This design comes from an exercise in tuning for small area, a short achievable clock period and few clock cycles on the open sky130 flow, not from production work. Where RTL was checked, it was by simulation tests only, not by an equivalence proof against the original.

==> flow/design.v <==
`timescale 1ns / 1ps
package rau_pkg;
  localparam logic [1:0] ACT_REDUCE = 2'd0;
  localparam logic [1:0] ACT_ADD    = 2'd1;
  localparam logic [1:0] ACT_MUL    = 2'd2;
  localparam logic [1:0] ACT_EQUAL  = 2'd3;
endpackage
module rau_add #(
  parameter int W = 64
) (
  input  logic [W-1:0] a,
  input  logic [W-1:0] b,
  input  logic         cin,
  output logic [W-1:0] s,
  output logic         cout
);
  function automatic int levels(input int w);
    levels = 0;
    for (int i = 0; i < 31; i++) if ((1 << i) < w) levels = i + 1;
  endfunction
  localparam int L = levels(W);
  logic [W-1:0] g [0:L];
  logic [W-1:0] p [0:L];
  logic [W-1:0] p0;
  assign p0 = a ^ b;
  assign g[0] = {a[W-1:1] & b[W-1:1], (a[0] & b[0]) | (p0[0] & cin)};
  assign p[0] = p0;
  for (genvar l = 0; l < L; l++) begin : g_lv
    for (genvar i = 0; i < W; i++) begin : g_bit
      if (((i >> l) & 1) != 0) begin : g_node
        localparam int J = ((i >> l) << l) - 1;
        assign g[l+1][i] = g[l][i] | (p[l][i] & g[l][J]);
        assign p[l+1][i] = p[l][i] & p[l][J];
      end else begin : g_pass
        assign g[l+1][i] = g[l][i];
        assign p[l+1][i] = p[l][i];
      end
    end
  end
  assign s = p0 ^ {g[L][W-2:0], cin};
  assign cout = g[L][W-1];
endmodule
`timescale 1ns / 1ps
module rau_ctrl (
  input  logic               clk,
  input  logic               rst,
  input  logic               in_valid,
  output logic               in_stall,
  input  logic [1:0]         action,
  input  logic [31:0]        first_num,
  input  logic [31:0]        first_den,
  input  logic [31:0]        second_num,
  input  logic [31:0]        second_den,
  input  logic               take,       
  output logic               full,       
  output logic               pq_eq,      
  output logic               pq_eqv,     
  output logic [63:0]        p,          
  output logic [63:0]        q,          
  output logic               sp,         
  output logic               sq,         
  output logic               pfix        
);
  logic        ready, busy, last, is_add, is_red, flip_p, flip_q;
  logic [31:0] oa, ob, oc;      
  logic [3:0]  cnt;
  logic [35:0] p_hi;
  logic [31:0] p_lo;
  logic [34:0] q_hi;
  logic [31:0] q_lo;
  assign in_stall = !ready;
  assign p = {p_hi[31:0], p_lo};
  assign q = {q_hi[31:0], q_lo};
  wire accept = in_valid && ready;
  wire prod_in = (action != rau_pkg::ACT_EQUAL);
  assign sp = is_add ? p_hi[31] : flip_p;
  assign sq = flip_q;
  assign pfix = is_add && p_hi[31];
  function automatic logic [2:0] bdec(input logic [2:0] b, input logic f);
    logic one, two;
    one = b[1] ^ b[0];
    two = (b == 3'b100) || (b == 3'b011);
    bdec = {one, two, (b[2] ^ f) && (one || two)};
  endfunction
  function automatic logic [35:0] bpp(input logic [31:0] x, input logic [2:0] d);
    logic [35:0] xe, m;
    xe = {{4{x[31]}}, x};
    m = d[2] ? xe : (d[1] ? {xe[34:0], 1'b0} : 36'd0);
    bpp = m ^ {36{d[0]}};
  endfunction
  logic [2:0] ka, kc, kq;       
  wire        add_in = (action == rau_pkg::ACT_ADD);
  wire        red_in = (action == rau_pkg::ACT_REDUCE);
  wire [31:0] pl_in = add_in ? first_den :
                      (action == rau_pkg::ACT_MUL) ? second_num : 32'd1;
  wire [31:0] ql_in = red_in ? 32'd1 : second_den;
  wire        fp_in = red_in ? first_num[31] :
                      (action == rau_pkg::ACT_MUL) && (first_num[31] ^ second_num[31]);
  wire        fq_in = red_in ? first_den[31] : (first_den[31] ^ second_den[31]);
  wire [2:0]  pd_n = accept ? {pl_in[1:0], 1'b0} : {p_lo[3:2], p_lo[1]};
  wire [2:0]  qd_n = accept ? {ql_in[1:0], 1'b0} : {q_lo[3:2], q_lo[1]};
  wire        add_n = accept ? add_in : is_add;
  wire        fp_n = accept ? fp_in : flip_p;
  wire        fq_n = accept ? fq_in : flip_q;
  always_ff @(posedge clk) begin
    ka <= bdec(add_n ? qd_n : pd_n, fp_n);
    kc <= add_n ? bdec(pd_n, fp_n) : 3'b000;
    kq <= bdec(qd_n, fq_n);
  end
  wire [35:0] ta = bpp(oa, ka);
  wire [35:0] tc = bpp(oc, kc);
  wire [35:0] tb = bpp(ob, kq);
  wire na = ka[0];
  wire nc = kc[0];
  wire nq = kq[0];
  wire [35:0] cs_s = p_hi ^ ta ^ tc;
  wire [35:0] cs_c = {(p_hi[34:0] & ta[34:0]) | (p_hi[34:0] & tc[34:0]) | (ta[34:0] & tc[34:0]), na};
  wire [35:0] psum;
  wire [34:0] qsum;
  rau_add #(.W(36)) u_p (.a(cs_s), .b(cs_c), .cin(nc), .s(psum), .cout());
  rau_add #(.W(35)) u_q (.a(q_hi), .b(tb[34:0]), .cin(nq), .s(qsum), .cout());
  wire full_n = (full && !take) || (accept && !prod_in) || (busy && last);
  wire busy_n = (busy && !last) || (accept && prod_in);
  always_ff @(posedge clk) begin
    if (rst) begin
      ready <= 1'b1;
      busy <= 1'b0;
      full <= 1'b0;
    end else begin
      ready <= !busy_n && !full_n;
      busy <= busy_n;
      full <= full_n;
    end
  end
  always_ff @(posedge clk) begin
    if (accept) begin
      is_add <= add_in;
      is_red <= red_in;
      flip_p <= fp_in;
      flip_q <= fq_in;
      pq_eq <= (action == rau_pkg::ACT_EQUAL);
      pq_eqv <= (first_num == second_num) && (first_den == second_den);
      oa <= first_num;
      ob <= first_den;
      oc <= second_num;
      cnt <= 4'd0;
      last <= (action == rau_pkg::ACT_REDUCE);
      p_hi <= 36'd0;
      q_hi <= 35'd0;
      p_lo <= pl_in;
      q_lo <= ql_in;
    end else if (busy && is_red) begin
      p_lo <= psum[31:0];
      q_lo <= qsum[31:0];
    end else if (busy) begin
      cnt <= cnt + 4'd1;
      last <= (cnt == 4'd14);
      p_hi <= {{2{psum[35]}}, psum[35:2]};
      p_lo <= {psum[1:0], p_lo[31:2]};
      q_hi <= {{2{qsum[34]}}, qsum[34:2]};
      q_lo <= {qsum[1:0], q_lo[31:2]};
    end
  end
endmodule
`timescale 1ns / 1ps
module rau_datapath (
  input  logic               clk,
  input  logic               rst,
  input  logic               full,
  input  logic               pq_eq,
  input  logic               pq_eqv,
  input  logic [63:0]        p,
  input  logic [63:0]        q,
  input  logic               sp,
  input  logic               sq,
  input  logic               pfix,
  output logic               take,       
  output logic               out_valid,
  input  logic               out_stall,
  output logic [63:0]        out_num,
  output logic [63:0]        out_den,
  output logic               is_equal,
  output logic               status
);
  logic        busy, up, mode, done, fix;
  logic [5:0]  s;
  logic [63:0] ra, rb;
  logic [64:0] xa, xb, ya, yb;
  assign out_valid = busy && done;
  assign out_num = yb[63:0];
  assign out_den = xb[63:0];
  wire load = full && !fix && (!busy || (done && !out_stall));
  assign take = (load && !pfix) || fix;
  wire zz = (p == 64'd0) && (q == 64'd0);
  wire [63:0] d1;
  wire c1, c2, c4;
  wire [64:0] xs, ys;
  rau_add #(.W(64)) u_d1 (.a(ra), .b(~rb), .cin(1'b1), .s(d1), .cout(c1));
  rau_add #(.W(65)) u_c2 (.a({1'b0, ra}), .b(~{rb, 1'b0}), .cin(1'b1), .s(), .cout(c2));
  rau_add #(.W(66)) u_c4 (.a({2'b0, ra}), .b(~{rb, 2'b0}), .cin(1'b1), .s(), .cout(c4));
  rau_add #(.W(65)) u_xs (.a(xa), .b(xb ^ {65{mode}}), .cin(mode), .s(xs), .cout());
  rau_add #(.W(65)) u_ys (.a(ya), .b(yb ^ {65{mode}}), .cin(mode), .s(ys), .cout());
  wire [63:0] ra_n = c1 ? d1 : ra;
  wire [64:0] xa_n = c1 ? xs : xa;
  wire [64:0] ya_n = c1 ? ys : ya;
  wire shift_up = up && c2;
  wire shift_two = up && c4;
  wire swap = !shift_up && (s == 6'd0);
  wire rem_zero = c1 ? (ra == rb) : (ra == 64'd0);
  always_ff @(posedge clk) begin
    if (rst) begin
      busy <= 1'b0;
    end else if (load) begin
      busy <= 1'b1;
    end else if (busy && done && !out_stall) begin
      busy <= 1'b0;
    end
  end
  always_ff @(posedge clk) begin
    fix <= load && pfix && !rst;
    if (load) begin
      done <= pq_eq || (!pfix && q == 64'd0);
      s <= 6'd0;
      up <= 1'b1;
      is_equal <= pq_eq && pq_eqv;
      status <= !pq_eq && zz;
      mode <= sp ^ sq;
      ra <= pfix ? 64'd0 : p;
      rb <= pq_eq ? 64'd0 : (pfix ? p : q);
      xa <= 65'd1;
      xb <= 65'd0;
      ya <= 65'd0;
      yb <= (pq_eq || zz) ? 65'd0 : 65'd1;
    end else if (fix) begin
      done <= (q == 64'd0);
      ra <= d1;
      rb <= q;
    end else begin
      if (shift_up) begin
        ra <= ra;
        xa <= xa;
        ya <= ya;
      end else if (swap) begin
        ra <= rb;
        xa <= xb;
        ya <= yb;
      end else begin
        ra <= ra_n;
        xa <= xa_n;
        ya <= ya_n;
      end
      if (!done) begin
        if (shift_two) begin
          s <= s + 6'd2;
          rb <= {rb[61:0], 2'b0};
          xb <= {xb[62:0], 2'b0};
          yb <= {yb[62:0], 2'b0};
        end else if (shift_up) begin
          s <= s + 6'd1;
          rb <= {rb[62:0], 1'b0};
          xb <= {xb[63:0], 1'b0};
          yb <= {yb[63:0], 1'b0};
        end else if (swap) begin
          done <= rem_zero;
          up <= 1'b1;
          rb <= ra_n;
          xb <= xa_n;
          yb <= ya_n;
        end else begin
          s <= s - 6'd1;
          up <= 1'b0;
          rb <= {1'b0, rb[63:1]};
          xb <= {xb[64], xb[64:1]};
          yb <= {yb[64], yb[64:1]};
        end
      end
    end
  end
endmodule
`timescale 1ns / 1ps
module rational_arithmetic_unit #(
  parameter int OPERAND_WIDTH = 32
) (
  input  logic               clk,
  input  logic               rst,
  input  logic               in_valid,
  output logic               in_stall,
  input  logic [1:0]         action,
  input  logic signed [31:0] first_num,
  input  logic signed [31:0] first_den,
  input  logic signed [31:0] second_num,
  input  logic signed [31:0] second_den,
  output logic               out_valid,
  input  logic               out_stall,
  output logic signed [63:0] out_num,
  output logic signed [63:0] out_den,
  output logic               is_equal,
  output logic               status
);
  logic        take, full, pq_eq, pq_eqv, sp, sq, pfix;
  logic [63:0] p, q;
  rau_ctrl u_ctrl (.clk, .rst, .in_valid, .in_stall, .action, .first_num,
    .first_den, .second_num, .second_den, .take, .full, .pq_eq, .pq_eqv, .p, .q, .sp, .sq, .pfix);
  rau_datapath u_dp (.clk, .rst, .full, .pq_eq, .pq_eqv, .p, .q, .sp, .sq, .pfix, .take,
    .out_valid, .out_stall, .out_num, .out_den, .is_equal, .status);
endmodule
Settings: LEC_CHECK=0, CAP_MARGIN=20, CORE_MARGIN=2, CORE_UTILIZATION=40, SLEW_MARGIN=20; clock period 11.0 ns.
standard.sh (not shown) runs the stock make flow with config.mk's settings and CLKGATE_MAP_FILE= SYNTH_SCRIPT=/design/flow/synth_recipe.tcl, a recipe that flattens the netlist after the stock synthesis.
==> flow/flow/run.sh <==
#!/bin/bash
# Standard layout, with the timing repair aimed below the clock period.
set -euo pipefail
bash standard.sh finish SETUP_SLACK_MARGIN=6.5 > flow_orfs.log 2>&1
Testbench counts at the start, summed over its fixed seeds: cycles 16,243.
Then changed:
--- a/flow/design.v
+++ b/flow/design.v
@@ -11,17 +11,13 @@
   input  logic [W-1:0] a,
   input  logic [W-1:0] b,
   input  logic         cin,
   output logic [W-1:0] s,
   output logic         cout
 );
-  function automatic int levels(input int w);
-    levels = 0;
-    for (int i = 0; i < 31; i++) if ((1 << i) < w) levels = i + 1;
-  endfunction
-  localparam int L = levels(W);
+  localparam int L = $clog2(W);
   logic [W-1:0] g [0:L];
   logic [W-1:0] p [0:L];
   logic [W-1:0] p0;
   assign p0 = a ^ b;
   assign g[0] = {a[W-1:1] & b[W-1:1], (a[0] & b[0]) | (p0[0] & cin)};
   assign p[0] = p0;
@@ -58,23 +54,22 @@
   output logic [63:0]        p,          
   output logic [63:0]        q,          
   output logic               sp,         
   output logic               sq,         
   output logic               pfix        
 );
-  logic        ready, busy, last, is_add, is_red, flip_p, flip_q;
-  logic [31:0] oa, ob, oc;      
+  logic        ready, busy, acc_now, last, is_add, is_red, flip_p, flip_q;
   logic [3:0]  cnt;
   logic [35:0] p_hi;
   logic [31:0] p_lo;
   logic [34:0] q_hi;
   logic [31:0] q_lo;
-  assign in_stall = !ready;
+  assign in_stall = !acc_now;
   assign p = {p_hi[31:0], p_lo};
   assign q = {q_hi[31:0], q_lo};
-  wire accept = in_valid && ready;
+  wire start = in_valid && ready;
   wire prod_in = (action != rau_pkg::ACT_EQUAL);
   assign sp = is_add ? p_hi[31] : flip_p;
   assign sq = flip_q;
   assign pfix = is_add && p_hi[31];
   function automatic logic [2:0] bdec(input logic [2:0] b, input logic f);
     logic one, two;
@@ -94,58 +89,60 @@
   wire [31:0] pl_in = add_in ? first_den :
                       (action == rau_pkg::ACT_MUL) ? second_num : 32'd1;
   wire [31:0] ql_in = red_in ? 32'd1 : second_den;
   wire        fp_in = red_in ? first_num[31] :
                       (action == rau_pkg::ACT_MUL) && (first_num[31] ^ second_num[31]);
   wire        fq_in = red_in ? first_den[31] : (first_den[31] ^ second_den[31]);
-  wire [2:0]  pd_n = accept ? {pl_in[1:0], 1'b0} : {p_lo[3:2], p_lo[1]};
-  wire [2:0]  qd_n = accept ? {ql_in[1:0], 1'b0} : {q_lo[3:2], q_lo[1]};
-  wire        add_n = accept ? add_in : is_add;
-  wire        fp_n = accept ? fp_in : flip_p;
-  wire        fq_n = accept ? fq_in : flip_q;
+  wire [2:0]  pd_n = start ? {pl_in[1:0], 1'b0} : {p_lo[3:2], p_lo[1]};
+  wire [2:0]  qd_n = start ? {ql_in[1:0], 1'b0} : {q_lo[3:2], q_lo[1]};
+  wire        add_n = start ? add_in : is_add;
+  wire        fp_n = start ? fp_in : flip_p;
+  wire        fq_n = start ? fq_in : flip_q;
   always_ff @(posedge clk) begin
     ka <= bdec(add_n ? qd_n : pd_n, fp_n);
     kc <= add_n ? bdec(pd_n, fp_n) : 3'b000;
     kq <= bdec(qd_n, fq_n);
   end
-  wire [35:0] ta = bpp(oa, ka);
-  wire [35:0] tc = bpp(oc, kc);
-  wire [35:0] tb = bpp(ob, kq);
+  wire [35:0] ta = bpp(first_num, ka);
+  wire [35:0] tc = bpp(second_num, kc);
+  wire [35:0] tb = bpp(first_den, kq);
   wire na = ka[0];
   wire nc = kc[0];
   wire nq = kq[0];
   wire [35:0] cs_s = p_hi ^ ta ^ tc;
   wire [35:0] cs_c = {(p_hi[34:0] & ta[34:0]) | (p_hi[34:0] & tc[34:0]) | (ta[34:0] & tc[34:0]), na};
   wire [35:0] psum;
   wire [34:0] qsum;
   rau_add #(.W(36)) u_p (.a(cs_s), .b(cs_c), .cin(nc), .s(psum), .cout());
   rau_add #(.W(35)) u_q (.a(q_hi), .b(tb[34:0]), .cin(nq), .s(qsum), .cout());
-  wire full_n = (full && !take) || (accept && !prod_in) || (busy && last);
-  wire busy_n = (busy && !last) || (accept && prod_in);
+  wire abort = (busy || acc_now) && !in_valid;
+  wire full_n = (full && !take) || (acc_now && in_valid);
+  wire busy_n = !abort && ((busy && !last) || (start && prod_in));
+  wire acc_n = !abort && ((start && (!prod_in || action == rau_pkg::ACT_REDUCE)) ||
+                          (busy && cnt == 4'd14 && !is_red));
   always_ff @(posedge clk) begin
     if (rst) begin
       ready <= 1'b1;
       busy <= 1'b0;
+      acc_now <= 1'b0;
       full <= 1'b0;
     end else begin
-      ready <= !busy_n && !full_n;
+      ready <= !busy_n && !acc_n && !full_n;
       busy <= busy_n;
+      acc_now <= acc_n;
       full <= full_n;
     end
   end
   always_ff @(posedge clk) begin
-    if (accept) begin
+    if (start) begin
       is_add <= add_in;
       is_red <= red_in;
       flip_p <= fp_in;
       flip_q <= fq_in;
       pq_eq <= (action == rau_pkg::ACT_EQUAL);
       pq_eqv <= (first_num == second_num) && (first_den == second_den);
-      oa <= first_num;
-      ob <= first_den;
-      oc <= second_num;
       cnt <= 4'd0;
       last <= (action == rau_pkg::ACT_REDUCE);
       p_hi <= 36'd0;
       q_hi <= 35'd0;
       p_lo <= pl_in;
       q_lo <= ql_in;
Outcome: The changed run completed with no timing, DRC or antenna violations; worst setup slack degrades by 1.3 ns; core utilization went up by 0.30 points; sequential share of layout area went down by 3.7 points; first-iteration DRC count went down by roughly a tenth; synthesized cell count is about the same; via count hardly moves.
The RTL of the second run of this note was laid out without a check of its function.

re-timing with driven ports:
No port has a modelled driver above. Below, the same layouts with a new extraction and two added sets of constraints.
Step 1: set_driving_cell puts a clkbuf_16 on clk and a buf_2 on each other input, an assumption about the parent block.
Step 2 times the ports against the registers' clock, not the clock port: input delays grow and output delays shrink by t, the midpoint of the rising clock arrivals with the driver on.
Slacks: ideal ports / drivers / drivers and shift; pairs: ideal ports / drivers.
run | shift t [ns] | setup WS [ns] | worst setup path at the end | worst register clock-pin slew, ns
the first run | 0.766 | 6.496 / 6.496 / 5.796 | input to register | 0.07 / 0.07
the second run | 0.740 | 5.177 / 5.216 / 4.477 | input to register | 0.06 / 0.06
After both steps setup and hold are still met in every run listed.
